From an optimization exercise on the open Yosys and OpenROAD flow, aimed at small area; shortcuts taken in it are not production practice. The RTL was checked by simulation tests, not by an equivalence proof against the original design. Power is estimated from default activity; no workload was simulated.

// rx_mac_top
module rx_mac_top (
	input  wire                clk,
	input  wire                reset_,
	input  wire  [1:0]         speed,        
	input  wire                init_done,
	input  wire  [287:0]       rx_in,        
	output logic [287:0]       rx_out,       
	output logic               x_we,
	output logic               x_bcnt_we,
	output logic [31:0]        x_byte_cnt,   
	output logic               linkup
);
Size: about 700 cells after synthesis, about 330 flip-flops, about 0.012 mm² of cells after synthesis.
Settings: LEC_CHECK=0, CAP_MARGIN=0, CORE_MARGIN=2, CORE_UTILIZATION=40, GPL_TIMING_DRIVEN=0, PLACE_DENSITY=0.75, SLEW_MARGIN=0; clock period 4.0 ns.
standard.sh (not shown) runs the stock make flow with config.mk's settings and CLKGATE_MAP_FILE= SYNTH_SCRIPT=/design/flow/synth_recipe.tcl, a recipe that flattens the netlist after the stock synthesis.
==> flow/flow/run.sh <==
#!/bin/bash
# layout flow: the standard flow with three changes
#  - synthesis maps the logic between the registers with an area-oriented ABC
#    script (flow/area.abc); the registers are mapped as in the standard flow
#  - the port buffers, and the buffers synthesis puts on constant outputs,
#    are the smallest buffer
#  - the clock tree uses larger sink clusters and no dummy loads
set -e
W=$PWD
{
	cat <<'EOT'
proc abc {args} {
  set i [lsearch -exact $args -script]
  if { $i >= 0 } {
    set args [lreplace $args [expr {$i + 1}] [expr {$i + 1}] $::env(MY_ABC_SCRIPT)]
  }
  yosys abc {*}$args
}
EOT
	cat synth_recipe.tcl
} > my_synth.tcl
sed -e "s#SYNTH_SCRIPT=[^ ]*#SYNTH_SCRIPT=$W/my_synth.tcl 'MIN_BUF_CELL_AND_PORTS=sky130_fd_sc_hd__buf_1 A X'#" standard.sh > my_standard.sh
export MY_ABC_SCRIPT=$W/flow/area.abc
export BUFFER_PORTS_ARGS="-buffer_cell sky130_fd_sc_hd__buf_1"
export CTS_ARGS="-sink_clustering_enable -repair_clock_nets -sink_clustering_size 16 -sink_clustering_max_diameter 100 -buf_list {sky130_fd_sc_hd__clkbuf_4 sky130_fd_sc_hd__clkbuf_8} -dont_use_dummy_load"
bash my_standard.sh > standard.log 2>&1
==> flow/flow/area.abc <==
strash
&get -n
&st
&syn2
&dch -f
&nf -a -R 30
&st
&syn2
&dch -f
&nf -a -R 30
&put
topo
dnsize -c
Edit:
==> flow/flow/area.abc (replaced) <==
strash
&get -n
&st
&syn2
&dch -f
&nf -a -R 0
&st
&syn2
&dch -f
&nf -a -R 0
&put
topo
dnsize -c
--- a/flow/config.mk
+++ b/flow/config.mk
@@ -10,4 +10,4 @@
 export CORE_UTILIZATION = 40
 export GPL_TIMING_DRIVEN = 0
-export PLACE_DENSITY = 0.75
+export PLACE_DENSITY = 0.6
 export SLEW_MARGIN = 0
=> Sequential share of layout area stays the same. Setup slack is about the same. Sequential cell count is unchanged. Global-route usage came out higher by 0.35 points. Final area stays the same. Non-clock buffer count came out lower by 4. Sequential power stays flat. Final cell count came out higher by 0.40%.
Edit:
==> flow/flow/area.abc (replaced) <==
strash
&get -n
&st
&syn2
&dch -f
&nf -a -R 30
&st
&syn2
&dch -f
&nf -a -R 30
&put
topo
dnsize -c
--- a/flow/config.mk
+++ b/flow/config.mk
@@ -10,4 +10,4 @@
 export CORE_UTILIZATION = 40
 export GPL_TIMING_DRIVEN = 0
-export PLACE_DENSITY = 0.6
+export PLACE_DENSITY = 0.45
 export SLEW_MARGIN = 0
Effect: The changed run completed with no timing, DRC or antenna violations; hold slack gets worse by 0.011 ns; power increases slightly; worst setup slack gets better by 0.020 ns; global-route usage increases by 1.7 points; critical path depth increases by 2.
Edit:
--- a/flow/flow/run.sh
+++ b/flow/flow/run.sh
@@ -1,4 +1,4 @@
 #!/bin/bash
-# layout flow: the standard flow with three changes
+# layout flow: the standard flow with these changes
 #  - synthesis maps the logic between the registers with an area-oriented ABC
 #    script (flow/area.abc); the registers are mapped as in the standard flow
@@ -6,4 +6,5 @@
 #    are the smallest buffer
 #  - the clock tree uses larger sink clusters and no dummy loads
+#  - one tie cell drives all the constant outputs' buffers
 set -e
 W=$PWD
@@ -20,5 +21,5 @@
 	cat synth_recipe.tcl
 } > my_synth.tcl
-sed -e "s#SYNTH_SCRIPT=[^ ]*#SYNTH_SCRIPT=$W/my_synth.tcl 'MIN_BUF_CELL_AND_PORTS=sky130_fd_sc_hd__buf_1 A X'#" standard.sh > my_standard.sh
+sed -e "s#SYNTH_SCRIPT=[^ ]*#SYNTH_SCRIPT=$W/my_synth.tcl 'MIN_BUF_CELL_AND_PORTS=sky130_fd_sc_hd__buf_1 A X' SKIP_REPAIR_TIE_FANOUT=1#" standard.sh > my_standard.sh
 export MY_ABC_SCRIPT=$W/flow/area.abc
 export BUFFER_PORTS_ARGS="-buffer_cell sky130_fd_sc_hd__buf_1"
--- a/flow/config.mk
+++ b/flow/config.mk
@@ -10,4 +10,4 @@
 export CORE_UTILIZATION = 40
 export GPL_TIMING_DRIVEN = 0
-export PLACE_DENSITY = 0.45
+export PLACE_DENSITY = 0.6
 export SLEW_MARGIN = 0
Effect: Sequential cell count stays the same. Worst setup slack gains 0.024 ns. Hold slack gains 0.026 ns. Total power drops by 0.87%. Non-clock buffer count drops by 1. Count of clock-buffer cells in the layout does not change. Die area is unchanged. Routed wire length drops by 4.5%. Clock skew drops by 0.0063 ns. Cell count drops by 0.40%. Combinational power drops by about 4%.

* * *

Another version of the RTL of rx_mac_top (not shown whole).
For scale: about 620 I/O pins, ~12000 µm² of cells after synthesis.
Settings: LEC_CHECK=0, CAP_MARGIN=20, CORE_MARGIN=2, CORE_UTILIZATION=40, GPL_TIMING_DRIVEN=0, PLACE_DENSITY=0.6, SLEW_MARGIN=20; clock period 4.0 ns.
==> flow/flow/run.sh <==
#!/bin/bash
# layout flow: the standard flow, with the smallest buffer on the ports and a
# clock tree of fewer, larger sink clusters without dummy loads
set -e
export BUFFER_PORTS_ARGS="-buffer_cell sky130_fd_sc_hd__buf_1"
export CTS_ARGS="-sink_clustering_enable -repair_clock_nets -sink_clustering_size 16 -sink_clustering_max_diameter 100 -buf_list {sky130_fd_sc_hd__clkbuf_4 sky130_fd_sc_hd__clkbuf_8} -dont_use_dummy_load"
bash standard.sh > standard.log 2>&1
Change:
==> flow/flow/run.sh (replaced) <==
#!/bin/bash
# layout flow: the standard flow with the port buffers set to the smallest buffer
set -e
export BUFFER_PORTS_ARGS="-buffer_cell sky130_fd_sc_hd__buf_1"

bash standard.sh > standard.log 2>&1
Settings changed: CTS_BUF_LIST set to sky130_fd_sc_hd__clkbuf_4 sky130_fd_sc_hd__clkbuf_8.
After rerunning: Clock power rose by well over a third. Hold slack gains 16 ps. Cell area rose by a few percent. Die area does not change. Sequential power barely changes.
Change:
==> flow/flow/run.sh (replaced) <==
#!/bin/bash
# layout flow: the standard flow with three changes
#  - synthesis maps the logic between the registers with an area-oriented ABC
#    script (flow/area.abc); the registers are mapped as in the standard flow
#  - the port buffers are the smallest buffer
#  - the clock tree uses larger sink clusters and no dummy loads
set -e
W=$PWD
{
	cat <<'EOT'
proc abc {args} {
  set i [lsearch -exact $args -script]
  if { $i >= 0 } {
    set args [lreplace $args [expr {$i + 1}] [expr {$i + 1}] $::env(MY_ABC_SCRIPT)]
  }
  yosys abc {*}$args
}
EOT
	cat synth_recipe.tcl
} > my_synth.tcl
sed "s#SYNTH_SCRIPT=[^ ]*#SYNTH_SCRIPT=$W/my_synth.tcl#" standard.sh > my_standard.sh
export MY_ABC_SCRIPT=$W/flow/area.abc
export BUFFER_PORTS_ARGS="-buffer_cell sky130_fd_sc_hd__buf_1"
export CTS_ARGS="-sink_clustering_enable -repair_clock_nets -sink_clustering_size 16 -sink_clustering_max_diameter 100 -buf_list {sky130_fd_sc_hd__clkbuf_4 sky130_fd_sc_hd__clkbuf_8} -dont_use_dummy_load"
bash my_standard.sh > standard.log 2>&1
==> flow/flow/area.abc (new file) <==
strash
&get -n
&st
&syn2
&dch -f
&nf -a -R 1000
&st
&syn2
&dch -f
&nf -a -R 1000
&put
topo
dnsize -c
Settings changed: CTS_BUF_LIST sky130_fd_sc_hd__clkbuf_4 sky130_fd_sc_hd__clkbuf_8 to unset.
=> Final area fell by a few percent; count of clock-buffer cells in the layout decreases by 43; routed wire length decreases by roughly a tenth.

## what the ideal ports hide
The results above use ideal ports. As a check the final layouts listed here were re-extracted and re-timed, cells and wires unchanged.
Step 1 (the two cells are an assumption about what drives the block):
set clk [get_ports {clk}]
set_driving_cell -lib_cell sky130_fd_sc_hd__clkbuf_16 $clk
set_driving_cell -lib_cell sky130_fd_sc_hd__buf_2 [delete_from_list [all_inputs] $clk]
Step 2 moves the port delays by t, midway between the first and last clock arrival at a register: inputs arrive t later, outputs are due t later. That takes back most of the time a late clock gives input paths.
Slacks: no drivers / after step 1 / after step 2; pairs: no drivers / after step 1.
run	t, ns	slack for setup (ns)	worst setup path at the end
the first run of note 1	0.593	0.248 / 0.258 / -0.335	input to register
the second run of note 1	0.613	0.250 / 0.260 / -0.353	input to register
the third run of note 1	0.603	0.270 / 0.259 / -0.344	input to register
the fourth run of note 1	0.580	0.294 / 0.286 / -0.294	input to register
the first run of note 2	0.611	0.924 / 0.951 / 0.340	input to register
the second run of note 2	0.616	0.897 / 0.920 / 0.304	input to register
the third run of note 2	0.599	0.385 / 0.399 / -0.201	input to register
With both steps, setup timing fails in 5 of these runs, where it was met with ideal ports. The setup slack of the third run of note 1, which loses most, moves by -0.011 ns with the drivers and by -0.614 ns with both steps.
